Background: an optimization exercise with open tools, aiming at a short achievable clock period and few clock cycles per item. Do not read the settings as production practice.
In this exercise RTL edits were held to simulation tests only and were not proved equivalent to the original.
Power is estimated from default activity; no workload was simulated.

==> design.v <==
`timescale 1ns/1ps
`default_nettype none
module trace_sequencer (
	input wire logic i_clk,
	input wire logic i_reset,
	input wire logic i_req_valid,
	input wire logic [(4 + 32)-1:0] i_req,
	output logic o_req_ready,
	output logic [32-1:0] o_addr,
	output logic [4-1:0] o_access
);
	localparam logic IDLE = 1'b0;
	localparam logic ACCESS = 1'b1;
	logic state_q;
	logic accept;
	logic [32-1:0] addr_q;
	logic [4-1:0] access_q;
	logic [3:0] cmd;
	assign cmd = i_req[((4 + 32)-1):32];
	assign o_req_ready = (state_q == IDLE);
	assign accept = i_req_valid && o_req_ready;
	always_ff @(posedge i_clk) begin
		if (i_reset) begin
			state_q <= IDLE;
		end else begin
			case (state_q)
				IDLE: begin
					if (accept) begin
						state_q <= ACCESS;
					end
				end
				ACCESS: begin
					state_q <= IDLE;
				end
				default: begin
					state_q <= IDLE;
				end
			endcase
		end
	end
	always_ff @(posedge i_clk) begin
		if (i_reset) begin
			access_q <= '0;
		end else begin
			access_q <= '0;
			if (accept) begin
				case (cmd)
					4'd0: access_q[3] <= 1'b1;
					4'd1: access_q[2] <= 1'b1;
					4'd2: access_q[1] <= 1'b1;
					4'd8: access_q[0] <= 1'b1;
					default: access_q <= '0;
				endcase
			end
		end
	end
	always_ff @(posedge i_clk) begin
		if (accept) begin
			addr_q <= i_req[32-1:0];
		end
	end
	assign o_addr = addr_q;
	assign o_access = access_q;
endmodule
`default_nettype wire
`timescale 1ns/1ps
`default_nettype none
module lru_ranker #(
	parameter int WAYS = 8
) (
	input wire logic i_clk,
	input wire logic i_reset,
	input wire logic i_clear,
	input wire logic [4-1:0] i_index,
	input wire logic i_touch,
	input wire logic [$clog2(WAYS)-1:0] i_touch_way,
	output logic [$clog2(WAYS)-1:0] o_victim_way
);
	localparam int WAY_BITS = $clog2(WAYS);
	logic [16-1:0][WAYS-1:0][WAY_BITS-1:0] rank_q;
	logic [WAYS-1:0][WAY_BITS-1:0] set_rank;
	logic [WAY_BITS-1:0] touched_rank;
	assign set_rank = rank_q[i_index];
	assign touched_rank = set_rank[i_touch_way];
	always_comb begin
		o_victim_way = '0;
		for (int w = 0; w < WAYS; w++) begin
			if (set_rank[w] == '0) begin
				o_victim_way = WAY_BITS'(w);
			end
		end
	end
	always_ff @(posedge i_clk) begin
		if (i_reset || i_clear) begin
			for (int s = 0; s < 16; s++) begin
				for (int w = 0; w < WAYS; w++) begin
					rank_q[s][w] <= WAY_BITS'(w);
				end
			end
		end else if (i_touch) begin
			for (int s = 0; s < 16; s++) begin
				if (s == int'(i_index)) begin
					for (int w = 0; w < WAYS; w++) begin
						if (w == int'(i_touch_way)) begin
							rank_q[s][w] <= WAY_BITS'(WAYS - 1);
						end else if (set_rank[w] > touched_rank) begin
							rank_q[s][w] <= set_rank[w] - 1'b1;
						end
					end
				end
			end
		end
	end
endmodule
`default_nettype wire
`timescale 1ns/1ps
`default_nettype none
module tag_store #(
	parameter int TAG_BITS = (32 - 4 - 6),
	parameter int WAYS = 8
) (
	input wire logic i_clk,
	input wire logic i_reset,
	input wire logic i_clear,
	input wire logic i_access,
	input wire logic [4-1:0] i_index,
	input wire logic [TAG_BITS-1:0] i_tag,
	input wire logic [$clog2(WAYS)-1:0] i_victim_way,
	output logic o_hit,
	output logic [$clog2(WAYS)-1:0] o_way
);
	localparam int WAY_BITS = $clog2(WAYS);
	logic [16-1:0][WAYS-1:0][TAG_BITS-1:0] tag_q;
	logic [16-1:0][WAYS-1:0] valid_q;
	logic [WAYS-1:0][TAG_BITS-1:0] set_tag;
	logic [WAYS-1:0] set_valid;
	logic [WAY_BITS-1:0] hit_way;
	logic fill;
	assign set_tag = tag_q[i_index];
	assign set_valid = valid_q[i_index];
	always_comb begin
		o_hit = 1'b0;
		hit_way = '0;
		for (int w = 0; w < WAYS; w++) begin
			if (set_valid[w] && (set_tag[w] == i_tag)) begin
				o_hit = 1'b1;
				hit_way = WAY_BITS'(w);
			end
		end
	end
	assign o_way = o_hit ? hit_way : i_victim_way;
	assign fill = i_access && !o_hit;
	always_ff @(posedge i_clk) begin
		if (i_reset || i_clear) begin
			valid_q <= '0;
		end else if (fill) begin
			for (int s = 0; s < 16; s++) begin
				for (int w = 0; w < WAYS; w++) begin
					if (s == int'(i_index) && w == int'(o_way)) begin
						valid_q[s][w] <= 1'b1;
					end
				end
			end
		end
	end
	always_ff @(posedge i_clk) begin
		if (fill) begin
			for (int s = 0; s < 16; s++) begin
				for (int w = 0; w < WAYS; w++) begin
					if (s == int'(i_index) && w == int'(o_way)) begin
						tag_q[s][w] <= i_tag;
					end
				end
			end
		end
	end
endmodule
`default_nettype wire
`timescale 1ns/1ps
`default_nettype none
module access_counters (
	input wire logic i_clk,
	input wire logic i_reset,
	input wire logic [4-1:0] i_access,
	input wire logic i_d_hit,
	input wire logic i_i_hit,
	output logic [(7 * 16)-1:0] o_stats
);
	logic [7-1:0][16-1:0] cnt_q;
	logic d_any;
	assign d_any = i_access[3] || i_access[2];
	always_ff @(posedge i_clk) begin
		if (i_reset || i_access[0]) begin
			cnt_q <= '0;
		end else begin
			if (i_access[3]) begin
				cnt_q[6] <= cnt_q[6] + 1'b1;
			end
			if (i_access[2]) begin
				cnt_q[5] <= cnt_q[5] + 1'b1;
			end
			if (i_access[1]) begin
				cnt_q[2] <= cnt_q[2] + 1'b1;
			end
			if (d_any) begin
				if (i_d_hit) begin
					cnt_q[4] <= cnt_q[4] + 1'b1;
				end else begin
					cnt_q[3] <= cnt_q[3] + 1'b1;
				end
			end
			if (i_access[1]) begin
				if (i_i_hit) begin
					cnt_q[1] <= cnt_q[1] + 1'b1;
				end else begin
					cnt_q[0] <= cnt_q[0] + 1'b1;
				end
			end
		end
	end
	assign o_stats = cnt_q;
endmodule
`default_nettype wire
`timescale 1ns/1ps
`default_nettype none
module cache_sim_top (
	input wire logic i_clk,
	input wire logic i_reset,
	input wire logic i_req_valid,
	input wire logic [(4 + 32)-1:0] i_req,
	output logic o_req_ready,
	output logic [(7 * 16)-1:0] o_stats
);
	localparam int D_WAY_BITS = $clog2(8);
	localparam int I_WAY_BITS = $clog2(4);
	logic [32-1:0] addr;
	logic [4-1:0] access;
	logic [4-1:0] index;
	logic [(32 - 4 - 6)-1:0] d_tag;
	logic [(32 - 4 - 6)-1:0] i_tag;
	logic d_access;
	logic d_hit;
	logic i_hit;
	logic [D_WAY_BITS-1:0] d_victim_way;
	logic [D_WAY_BITS-1:0] d_way;
	logic [I_WAY_BITS-1:0] i_victim_way;
	logic [I_WAY_BITS-1:0] i_way;
	assign index = addr[6 +: 4];
	assign d_tag = addr[32-1 -: (32 - 4 - 6)];
	assign i_tag = addr[32-1 -: (32 - 4 - 6)];
	assign d_access = access[3] | access[2];
	trace_sequencer u_seq (
		.i_clk(i_clk),
		.i_reset(i_reset),
		.i_req_valid(i_req_valid),
		.i_req(i_req),
		.o_req_ready(o_req_ready),
		.o_addr(addr),
		.o_access(access)
	);
	lru_ranker #(.WAYS(8)) u_d_lru (
		.i_clk(i_clk),
		.i_reset(i_reset),
		.i_clear(access[0]),
		.i_index(index),
		.i_touch(d_access),
		.i_touch_way(d_way),
		.o_victim_way(d_victim_way)
	);
	tag_store #(.TAG_BITS((32 - 4 - 6)), .WAYS(8)) u_d_tags (
		.i_clk(i_clk),
		.i_reset(i_reset),
		.i_clear(access[0]),
		.i_access(d_access),
		.i_index(index),
		.i_tag(d_tag),
		.i_victim_way(d_victim_way),
		.o_hit(d_hit),
		.o_way(d_way)
	);
	lru_ranker #(.WAYS(4)) u_i_lru (
		.i_clk(i_clk),
		.i_reset(i_reset),
		.i_clear(access[0]),
		.i_index(index),
		.i_touch(access[1]),
		.i_touch_way(i_way),
		.o_victim_way(i_victim_way)
	);
	tag_store #(.TAG_BITS((32 - 4 - 6)), .WAYS(4)) u_i_tags (
		.i_clk(i_clk),
		.i_reset(i_reset),
		.i_clear(access[0]),
		.i_access(access[1]),
		.i_index(index),
		.i_tag(i_tag),
		.i_victim_way(i_victim_way),
		.o_hit(i_hit),
		.o_way(i_way)
	);
	access_counters u_counters (
		.i_clk(i_clk),
		.i_reset(i_reset),
		.i_access(access),
		.i_d_hit(d_hit),
		.i_i_hit(i_hit),
		.o_stats(o_stats)
	);
endmodule
`default_nettype wire
==> run.sh <==
#!/bin/bash
# synth_recipe.tcl (not shown) runs the flow's synth.tcl, then flattens the netlist and writes it again
# the make line also repeats each setting of config.mk as NAME=value (left out here)
make -C /OpenROAD-flow-scripts/flow DESIGN_CONFIG=/design/flow/config.mk WORK_HOME=/design/flow/orfs CLKGATE_MAP_FILE= SYNTH_SCRIPT=/design/flow/synth_recipe.tcl finish
==> config.mk <==
export PLATFORM = sky130hd
export DESIGN_NAME = cache_sim_top
export DESIGN_NICKNAME = cache_sim_top
export VERILOG_FILES = /design/flow/design.v
export SDC_FILE = /design/flow/constraint.sdc
export NUM_CORES = 4
export LEC_CHECK = 0
export CAP_MARGIN = 20
export CORE_MARGIN = 2
export CORE_UTILIZATION = 40
export SLEW_MARGIN = 20
==> constraint.sdc <==
create_clock -name core_clock -period 11.0 [get_ports {i_clk}]
set_input_delay 2.2000 -clock core_clock [delete_from_list [all_inputs] [get_ports {i_clk}]]
set_output_delay 2.2000 -clock core_clock [all_outputs]
set_load 0.01 [all_outputs]
==> impl_results.md <==
* Main combinational cell family by area after synthesis: multiplexers
* Number of setup buffers added after CTS at 0
* Clk buf depth at 4
* Synth Area in Compound Gates at 0.0523
* Total clock sinks at 5071
* Final Hold Viols at 0
* Cells after DPL at 18359
* Most frequent cells in the layout: edfxtp_1, mux4_2, nor2_1
* RSZ-0062 raised after global routing: no
* Final clock skew at 66.2 ps
* Syn nets at 11791
* Most common cell after layout, fill and taps aside: edfxtp_1
* Syn-to-layout area delta at 13.8%
* Avg Synthesized Cell Area at 17.5 µm²
* Yosys warnings at 6
* I/O pin total at 152
* Pins Over Slew Limit at 0
* Worst Tran Pin Value at 1350 ps
* Pre-CTS WS at 1960 ps
* Multi-input gate area in the final layout at 0.0574 mm²
* CP Cell Sequence: buf_12 > buf_12 > buf_4 > mux4_2 > mux2i_1 > mux2i_1 > xor2_1 > a211oi_1 > nand4_1 > o22ai_2 > nand3b_4 > or3_1 > nand2_2 > nor3_2 > buf_4 > o32ai_1 > a21oi_2 > or2_1 > a211oi_1
* Final worst-path cycle share at 0.834
* Final setup vio count at 0
* Proportion of layout cells with a drive suffix above 1 at 0.230
* Fin nets at 12221
* Hold Crit Class: register to register
* GRT Total Usage at 0.228
* Post-CTS sizing at 0
* Fillers at 43064
* Synth Area in Adders at 0.00250
* Hold depth at 1
* P per Cell Area at 175 mW/mm²
* Post-Syn Instances at 11711
* Area of the core at 0.512 mm²
* Final Util at 0.456
* Async set-or-reset flop fraction in the synthesized netlist at 0
* Port buffer count at 145
* Netlist cell types at 122
* WS Path Type: register to register
* Yosys reg bits at 5071
* Setup_tns at 0 ps
* First-pass iteration count of the detailed router at 9
* Number of global-route vias before repair at 115919
* Peak Freq at 109 MHz
* Peak supply drop at 0.174 mV
* Worst-path fanout max at 17
* Hold Buf Count CTS at 0
* XOR/XNOR Fraction of Synth Area at 0.0144
* Antenna viol nets, final at 0
* HPWL Detailed at 357000 µm
* First DRT Iteration DRCs at 14806
* WL per Instance at 31.5 µm
* Fin crit period at 9170 ps
* Die width at 720 µm
* Slowest cell on crit path: edfxtp_1
* Setup crit start kind: register
* Std cell rows at 263
* Final Non-Filler Cells at 19340
* Post-synth EDFFs at 4250
* Status: timing/DRC/antenna clean
* Seq/Total Area, Yosys at 0.702
* Max Cap Violations at 0
* Worst slew margin at 0.0954
* LEAKAGE at 0.0746 µW
* Chip height at 720 µm
* H-tree levels at 6
* Antenna violations before repair at 31
* First-pass GRT wire length at 856000 µm
* CP endpoint kind: register
* Post-synthesis mux area share at 0.159
* Die ar. at 0.519 mm²
* Inserted Clock Buffers at 528
* GPL Wtd Cong at 0.919
* FF+latch area at 0.144 mm²
* Hold Slack at 461 ps
* Pin count of the biggest net entering global routing at 134
* Simple-gate share of the synthesized area at 0.0473
* Total Wirelength at 610000 µm
* Initial Util at 0.401
* CTS root buffer: clkbuf_16
* Synth Cell Area at 0.205 mm²
* Crit-path max cell delay at 1120 ps
* Grt total ovfl at 0
* Drt via density at 6.00
* Critical path required time at 11900 ps
* CTS tree: built
* Via Count at 116002
* Worst R2R Path Depth at 19
* Top FF cell, synth: edfxtp_1
* Worst-path clk slew at 60 ps
* DRC at 0
* Final WS setup at 1830 ps
* Crit path DAT at 10070 ps
* Worst skew pair latency at 1090 ps
synthesized netlist by cell type, drive strengths merged, types with 84 or more instances:
cell type  count  share of area
mux2          97         0.0053
edfxtp      4250           0.62
xnor2        279          0.012
mux2i        638          0.031
dfxtp        821          0.080
a22oi        183         0.0067
clkbuf       300         0.0055
o221a         84         0.0046
nand3        262         0.0065
a21oi        157         0.0039
nor2        1105          0.020
o22ai         87         0.0027
o21ai        166         0.0041
mux4        1117           0.12
inv           85         0.0016
nand2        439         0.0081
buf          449          0.015
power by group:
part / internal [µW] / leakage [µW] / switching (µW)
logic: 793 / 0.0215 / 1550
registers: 20800 / 0.0448 / 18.2
clock network: 10100 / 0.00832 / 7550
kinds of logic (layout without fill, tap and decap cells):
| kind of cell | after synthesis | count (layout) |
|---|---|---|
| other | 0 | 12 |
| AOI/OAI and AO/OA | 1368 | 1368 |
| DFF | 5071 | 5071 |
| muxes | 1852 | 1852 |
| and+or+nand+nor | 2200 | 2200 |
| adders and majority gates | 41 | 41 |
| buffers and inverters | 841 | 1701 |
| xor gates and xnor gates | 338 | 338 |
metrics by stage:
step	power, µW	area (µm²)
finish	40900	233000
global route	41900	233000
CTS	41100	233000
detailed placement	23600	216000
global placement	23500	216000
floorplan	22800	205000
state kept, by name, summed over array words and instances, names as in the netlist:
name,count
u_d_tags.valid_q,128
u_d_tags.tag_q,2816
u_seq.state_q,1
u_i_tags.tag_q,1408
u_d_lru.rank_q,384
u_seq.addr_q,26
u_i_tags.valid_q,64
u_seq.access_q,4
u_i_lru.rank_q,128
u_counters.cnt_q,112
layer usage:
layer / GRT usage / share of wire / up-vias
li1: - / - / 47836
met1: 0.302 / 0.39 / 61203
met2: 0.372 / 0.48 / 5791
met3: 0.0474 / 0.090 / 1160
met4: 0.0868 / 0.043 / 12
met5: 0 / 0.00013 / -
cell type report:
| cell class | instances | share of cell area |
|---|---|---|
| repair buffers | 649 | 0.0259 |
| well taps | 6757 | 0.0362 |
| multi-input cells | 5799 | 0.246 |
| clock buffers | 730 | 0.0629 |
| flip-flops and latches | 5071 | 0.617 |
| clock inverters | 230 | 0.0102 |
| inverters | 92 | 0.00157 |
| diodes | 12 | 0.000129 |
path summary, 6_finish.rpt:
path	startpoint	end	slack [ps]
hold / removal	u_i_tags.valid_q[31]$_SDFFE_PP0P_	u_i_tags.valid_q[31]$_SDFFE_PP0P_	460
setup reg to reg	u_seq.addr_q[7]$_DFFE_PP_	u_d_lru.rank_q[128]$_SDFFE_PP0P_	1830
setup / recovery	u_seq.addr_q[7]$_DFFE_PP_	u_d_lru.rank_q[128]$_SDFFE_PP0P_	1830
hold reg to reg	u_i_tags.valid_q[31]$_SDFFE_PP0P_	u_i_tags.valid_q[31]$_SDFFE_PP0P_	460
worst max-delay path, delay by kind of cell (launching register included):
family,cells,cell delay [ps]
xor gates and xnor gates,1,160
buffers and inverters,4,1130
and+or+nand+nor,6,2760
AOI/OAI and AO/OA,5,2740
muxes,3,970
DFF,1,1120
Testbench counts, summed over its fixed seeds: cycles 32,000, items 16,000.

## port drivers added, routing unchanged
Ports are ideal in the flow. The routed layout listed here was re-timed in OpenROAD.
Step 1, drivers: a clkbuf_16 drives i_clk and a buf_2 each remaining input, both assumed.
Step 2, shift: input delay + t, output delay - t, t = (earliest + latest rising clock arrival at the registers) / 2. This alone moves slack from input paths to output paths.
a / b / c = ideal / step 1 / step 2; a / b = the first two.
t, ns: 1.168
setup slack, ns: 1.829 / 1.829 / 1.829
hold slack, ns: 0.461 / 0.461 / 0.461
slew at the worst register clock pin (ns): 0.08 / 0.08
After both steps this run still meets setup and hold. The setup slack of this run moves by 0.000 ns with the drivers and by 0.000 ns with both steps.
